Source: an optimization exercise on an open RTL-to-GDS flow (aim: small area, a short achievable clock period and few clock cycles). Production flows keep margins and buffers that such runs may drop.
In this exercise RTL edits were held to simulation tests only and were not proved equivalent to the original.
Power figures rest on the tool's default switching activity, not on a simulated workload.

== job 101 ==
==> flow/design.v <==
`timescale 1ns / 1ps
`default_nettype none
package rhpm_pkg;
   localparam logic [7:0] OPEN_MARK  = 8'h5B;
   localparam logic [7:0] CLOSE_MARK = 8'h5D;
   localparam logic [8:0]  SKIP_MAX  = 9'd511;
   localparam logic [15:0] TOTAL_MAX = 16'hFFFF;
endpackage
`default_nettype wire
`timescale 1ns / 1ps
`default_nettype none
module rolling_hash_pattern_marker_core (
   input  wire logic        clock,
   input  wire logic        reset,
   input  wire logic        req_valid,
   output logic             req_stall,
   input  wire logic [7:0]  req_text_byte,
   input  wire logic        req_end_of_line,
   input  wire logic        req_clear_total,
   output logic             rsp_valid,
   input  wire logic        rsp_stall,
   output logic [7:0]       rsp_out_byte,
   output logic             rsp_line_done,
   output logic             rsp_line_matched,
   output logic [15:0]      rsp_total_matches,
   input  wire logic        csr_valid,
   output logic             csr_ready,
   input  wire logic [2:0]  csr_index,
   input  wire logic [63:0] csr_data
);
   logic [7:0]  pat_ff [16];
   logic        pv_lo_ff, pv_hi_ff;
   logic [3:0]  mm1_ff;                  
   logic        sv_ff, hv_ff;
   logic [7:0]  sb_ff, hb_ff;
   logic        se_ff, sc_ff, he_ff, hc_ff;
   logic [7:0]  w_ff [16];
   logic [14:0] dv_ff;
   logic [3:0]  f_ff;                    
   logic        full_ff;                 
   logic        mm_ff;                   
   logic        sz_ff;                   
   logic        sle_ff;                  
   logic [8:0]  skip_ff;
   logic        matched_ff;
   logic [15:0] total_ff;
   logic        busy_ff;
   logic        br_ff;                   
   logic        cl_ff;                   
   logic        beol_ff;                 
   logic        bm_ff;                   
   logic [3:0]  r_ff;
   logic [3:0]  ki_ff;
   logic        ov_ff;
   logic [7:0]  ob_ff;
   logic        od_ff, om_ff;
   logic        csr_wr;
   logic        cr_ff;                   
   assign csr_ready = cr_ff;
   assign csr_wr    = csr_valid && cr_ff;
   assign req_stall = hv_ff;
   logic        out_free, accept, proc, s_load, wait_c;
   logic [7:0]  c;
   logic        eol, clr;
   assign out_free = !ov_ff || !rsp_stall;
   assign accept   = req_valid && !hv_ff;
   assign c        = sb_ff;
   assign eol      = se_ff;
   assign clr      = sc_ff;
   logic [15:0] eq, dn;
   logic        cz, match, may_match;
   assign cz = (c == 8'd0);
   always_comb begin
      for (int i = 0; i < 16; i++) begin
         if ((i < 8) ? pv_lo_ff : pv_hi_ff) begin
            eq[i] = (c == pat_ff[i]);
         end else begin
            eq[i] = cz;
         end
      end
      dn[0] = eq[0];
      for (int i = 1; i < 16; i++) begin
         dn[i] = dv_ff[i-1] & eq[i];
      end
   end
   logic [15:0] sel_m, sel_p;
   logic        eq_m, mm_nx;
   always_comb begin
      for (int i = 0; i < 16; i++) begin
         sel_m[i] = (mm1_ff == 4'(i));
         sel_p[i] = (mm1_ff == 4'(i + 1));
      end
   end
   assign eq_m      = |(sel_m & eq);
   assign match     = mm_ff && eq_m;
   assign mm_nx     = (mm1_ff == 4'd0) || |(sel_p & dn);
   assign may_match = mm_ff;
   logic        full, s_le_f, s_zero;
   logic [3:0]  fl_idx;
   logic [9:0]  skip_sum;
   assign full     = full_ff;
   assign s_zero   = sz_ff;
   assign s_le_f   = sle_ff;
   assign fl_idx   = f_ff - skip_ff[3:0];
   assign skip_sum = {1'b0, skip_ff} + {6'd0, mm1_ff};
   assign wait_c = busy_ff && (may_match || clr || (eol ? s_le_f : (full && s_zero)));
   assign proc   = sv_ff && out_free && !wait_c;
   assign s_load = proc || !sv_ff;
   logic [3:0]  widx;
   logic [7:0]  wbyte;
   assign widx  = busy_ff ? ki_ff : (mm1_ff - 4'd1);
   assign wbyte = (!busy_ff && (mm1_ff == 4'd0)) ? c : w_ff[widx];
   logic        fsz;
   assign fsz = full && s_zero;
   logic        ld;
   logic [7:0]  nb;
   logic        nd, nm;
   always_comb begin
      ld = 1'b0;
      nb = wbyte;
      nd = 1'b0;
      nm = 1'b0;
      if (busy_ff) begin
         ld = out_free;
         if (cl_ff) begin
            nb = rhpm_pkg::CLOSE_MARK;
            nd = beol_ff;
            nm = beol_ff;
         end else begin
            nd = !br_ff && (r_ff == 4'd0);
            nm = !br_ff && (r_ff == 4'd0) && bm_ff;
         end
      end else if (proc) begin
         if (match) begin
            ld = 1'b1;
            nb = rhpm_pkg::OPEN_MARK;
         end else begin
            ld = full && s_zero;
            nd = eol && (mm1_ff == 4'd0);
            nm = eol && (mm1_ff == 4'd0) && matched_ff;
         end
      end
   end
   always_ff @(posedge clock) begin
      if (csr_wr && (csr_index == 3'd0)) begin
         for (int k = 0; k < 8; k++) pat_ff[k] <= csr_data[8*k +: 8];
      end
      if (csr_wr && (csr_index == 3'd1)) begin
         for (int k = 0; k < 8; k++) pat_ff[8+k] <= csr_data[8*k +: 8];
      end
   end
   always_ff @(posedge clock) begin
      if (reset) begin
         pv_lo_ff <= 1'b0;
         pv_hi_ff <= 1'b0;
         mm1_ff   <= 4'd0;
      end else if (csr_wr) begin
         case (csr_index)
            3'd0: pv_lo_ff <= 1'b1;
            3'd1: pv_hi_ff <= 1'b1;
            3'd2: begin
               if (csr_data[4:0] == 5'd0) mm1_ff <= 4'd0;
               else if (csr_data[4]) mm1_ff <= 4'd15;
               else mm1_ff <= csr_data[3:0] - 4'd1;
            end
            default: ;
         endcase
      end
   end
   always_ff @(posedge clock) begin
      if (reset) begin
         sv_ff <= 1'b0;
         cr_ff <= 1'b1;
         hv_ff <= 1'b0;
      end else if (s_load) begin
         sv_ff <= hv_ff || accept;
         cr_ff <= !(hv_ff || accept);
         hv_ff <= 1'b0;
      end else if (accept) begin
         hv_ff <= 1'b1;
      end
      if (s_load) begin
         if (hv_ff) begin
            sb_ff <= hb_ff;
            se_ff <= he_ff;
            sc_ff <= hc_ff;
         end else begin
            sb_ff <= req_text_byte;
            se_ff <= req_end_of_line;
            sc_ff <= req_clear_total;
         end
      end
      if (accept) begin
         hb_ff <= req_text_byte;
         he_ff <= req_end_of_line;
         hc_ff <= req_clear_total;
      end
   end
   always_ff @(posedge clock) begin
      if (proc) begin
         w_ff[0] <= c;
         for (int i = 1; i < 16; i++) w_ff[i] <= w_ff[i-1];
      end
   end
   logic [3:0]  f_nx;
   logic        full_nx;
   logic [8:0]  skip_m, skip_nm, skip_nx;
   logic        sz_nm, sle_nm, sz_nx, sle_nx;
   assign f_nx    = full ? f_ff : (f_ff + 4'd1);
   assign full_nx = full || ((f_ff + 4'd1) == mm1_ff);
   assign skip_m  = (skip_sum > 10'd510) ? 9'd510 : skip_sum[8:0];
   assign skip_nm = (full && !s_zero) ? (skip_ff - 9'd1) : skip_ff;
   assign sz_nm   = s_zero || (full && (skip_ff == 9'd1));
   assign sle_nm  = (skip_nm <= {5'd0, f_nx});
   assign skip_nx = match ? skip_m : skip_nm;
   assign sz_nx   = match ? (s_zero && (mm1_ff == 4'd0)) : sz_nm;
   assign sle_nx  = match ? (s_zero && full_nx) : sle_nm;
   logic [15:0] total_inc, total_nx;
   assign total_inc = (total_ff == rhpm_pkg::TOTAL_MAX) ? total_ff : (total_ff + 16'd1);
   assign total_nx  = clr ? {15'd0, match} : (match ? total_inc : total_ff);
   always_ff @(posedge clock) begin
      if (reset) begin
         dv_ff      <= '0;
         f_ff       <= '0;
         sz_ff      <= 1'b1;
         sle_ff     <= 1'b1;
         skip_ff    <= '0;
         matched_ff <= 1'b0;
         total_ff   <= '0;
      end else if (proc) begin
         total_ff <= total_nx;
         if (eol) begin
            dv_ff      <= '0;
            f_ff       <= '0;
            sz_ff      <= 1'b1;
            sle_ff     <= 1'b1;
            skip_ff    <= '0;
            matched_ff <= 1'b0;
         end else begin
            dv_ff   <= dn[14:0];
            f_ff    <= f_nx;
            skip_ff <= skip_nx;
            sz_ff   <= sz_nx;
            sle_ff  <= sle_nx;
            if (match) matched_ff <= 1'b1;
         end
      end
   end
   always_ff @(posedge clock) begin
      if (reset) begin
         full_ff <= 1'b1;
         mm_ff   <= 1'b1;
      end else if (proc) begin
         full_ff <= eol ? (mm1_ff == 4'd0) : full_nx;
         mm_ff   <= eol ? (mm1_ff == 4'd0) : mm_nx;
      end else if (csr_wr && (csr_index == 3'd2)) begin
         full_ff <= (csr_data[4:0] <= 5'd1);
         mm_ff   <= (csr_data[4:0] <= 5'd1);
      end
   end
   always_ff @(posedge clock) begin
      if (reset) begin
         busy_ff <= 1'b0;
      end else if (busy_ff) begin
         if (out_free && (cl_ff || (!br_ff && (r_ff == 4'd0)))) begin
            busy_ff <= 1'b0;
         end
      end else if (proc) begin
         busy_ff <= match || (eol && s_le_f && !(fsz && (mm1_ff == 4'd0)));
      end
      if (busy_ff) begin
         if (out_free && !cl_ff) begin
            if (r_ff == 4'd0) begin
               cl_ff <= 1'b1;
            end else begin
               r_ff <= r_ff - 4'd1;
            end
            if (!proc) ki_ff <= ki_ff - 4'd1;
         end
      end else begin
         br_ff   <= match;
         cl_ff   <= 1'b0;
         beol_ff <= eol;
         bm_ff   <= matched_ff;
         r_ff    <= match ? mm1_ff : fsz ? (mm1_ff - 4'd1) : fl_idx;
         ki_ff   <= match ? mm1_ff : fsz ? (mm1_ff - 4'd1) : fl_idx;
      end
   end
   always_ff @(posedge clock) begin
      if (reset) begin
         ov_ff <= 1'b0;
      end else if (ld) begin
         ov_ff <= 1'b1;
      end else if (!rsp_stall) begin
         ov_ff <= 1'b0;
      end
      if (ld) begin
         ob_ff <= nb;
         od_ff <= nd;
         om_ff <= nm;
      end
   end
   assign rsp_valid         = ov_ff;
   assign rsp_out_byte      = ob_ff;
   assign rsp_line_done     = od_ff;
   assign rsp_line_matched  = om_ff;
   assign rsp_total_matches = total_ff;
endmodule
`default_nettype wire
clock: 11.0 ns
lec_check: 0
cap_margin: 20
core_margin: 2
core_utilization: 55
cts_cluster_diameter: 80
cts_cluster_size: 20
place_density: 0.65
slew_margin: 20
standard.sh (not shown) runs the stock make flow with config.mk's settings and CLKGATE_MAP_FILE= SYNTH_SCRIPT=/design/flow/synth_recipe.tcl, a recipe that flattens the netlist after the stock synthesis.
==> flow/flow/run.sh <==
#!/bin/bash
set -euo pipefail
export SETUP_SLACK_MARGIN=7.6
export BUFFER_PORTS_ARGS="-buffer_cell sky130_fd_sc_hd__buf_1"
bash standard.sh > standard.log 2>&1
Testbench counts of job 101, summed over its fixed seeds: cycles 16,069.
Relative to job 101, the following input files were edited for job 102:
--- a/flow/design.v
+++ b/flow/design.v
@@ -98,11 +98,13 @@
    logic        full, s_le_f, s_zero;
    logic [3:0]  fl_idx;
    logic [9:0]  skip_sum;
+   logic [8:0]  skip_a;
    assign full     = full_ff;
    assign s_zero   = sz_ff;
    assign s_le_f   = sle_ff;
    assign fl_idx   = f_ff - skip_ff[3:0];
-   assign skip_sum = {1'b0, skip_ff} + {6'd0, mm1_ff};
+   assign skip_sum = {1'b0, skip_ff} + {5'd0, mm1_ff} + 10'd1;
+   assign skip_a   = skip_sum[9] ? rhpm_pkg::SKIP_MAX : skip_sum[8:0];
    assign wait_c = busy_ff && (may_match || clr || (eol ? s_le_f : (full && s_zero)));
    assign proc   = sv_ff && out_free && !wait_c;
    assign s_load = proc || !sv_ff;
@@ -208,7 +210,7 @@
    logic        sz_nm, sle_nm, sz_nx, sle_nx;
    assign f_nx    = full ? f_ff : (f_ff + 4'd1);
    assign full_nx = full || ((f_ff + 4'd1) == mm1_ff);
-   assign skip_m  = (skip_sum > 10'd510) ? 9'd510 : skip_sum[8:0];
+   assign skip_m  = skip_a - 9'd1;
    assign skip_nm = (full && !s_zero) ? (skip_ff - 9'd1) : skip_ff;
    assign sz_nm   = s_zero || (full && (skip_ff == 9'd1));
    assign sle_nm  = (skip_nm <= {5'd0, f_nx});
Findings:
From job 101 to job 102 the numbers moved as follows: quantity of gates resized following cts has increased; combinational group power has increased; initial detailed-routing violation count has increased; worst setup slack has increased; die outline area has increased. Job 101 -> job 102: worst hold slack flat. Job 102 vs. job 101: cell area after synthesis went up; number of cells in the finished layout apart from fillers went up. Job 102 ended with every stage complete and zero timing, DRC or antenna violations. Between job 101 and job 102, the flow reports half-perimeter wire length after placement increasing by a few percent. The final cycle utilization of the critical path was comparable across job 101 and job 102. [compare] base=job 101 new=job 102: post-synthesis to final-layout area growth went up by 3.1 points; global-route track usage on met3 went down by 0.34 points; utilization went up by 0.88 points; total power went up by 3.4%.
Testbench counts of job 102, summed over its fixed seeds: cycles 16,069.

re-timing with driven ports:
Ports are ideal in the flow. The routed layouts listed here were re-timed in OpenROAD.
Step 1: set_driving_cell puts a clkbuf_16 on clock and a buf_2 on each other input, an assumption about the parent block.
Step 2 adds t to the input delays and takes it off the output delays; t is the mean of the earliest and latest rising clock arrival at the registers after step 1. Input paths then give back, and output paths get back, about the clock's delay inside the block.
Slacks: no drivers / after step 1 / after step 2; pairs: no drivers / after step 1.
run | t (ns) | slack for setup (ns) | latest minus earliest clock arrival (ns) | pins driven straight from the clock port
job 101 | 0.570 | 7.644 / 7.606 / 7.099 | 0.018 / 0.018 | 1
job 102 | 0.581 | 7.649 / 7.596 / 7.104 | 0.023 / 0.023 | 1
After both steps every run listed still meets setup and hold.
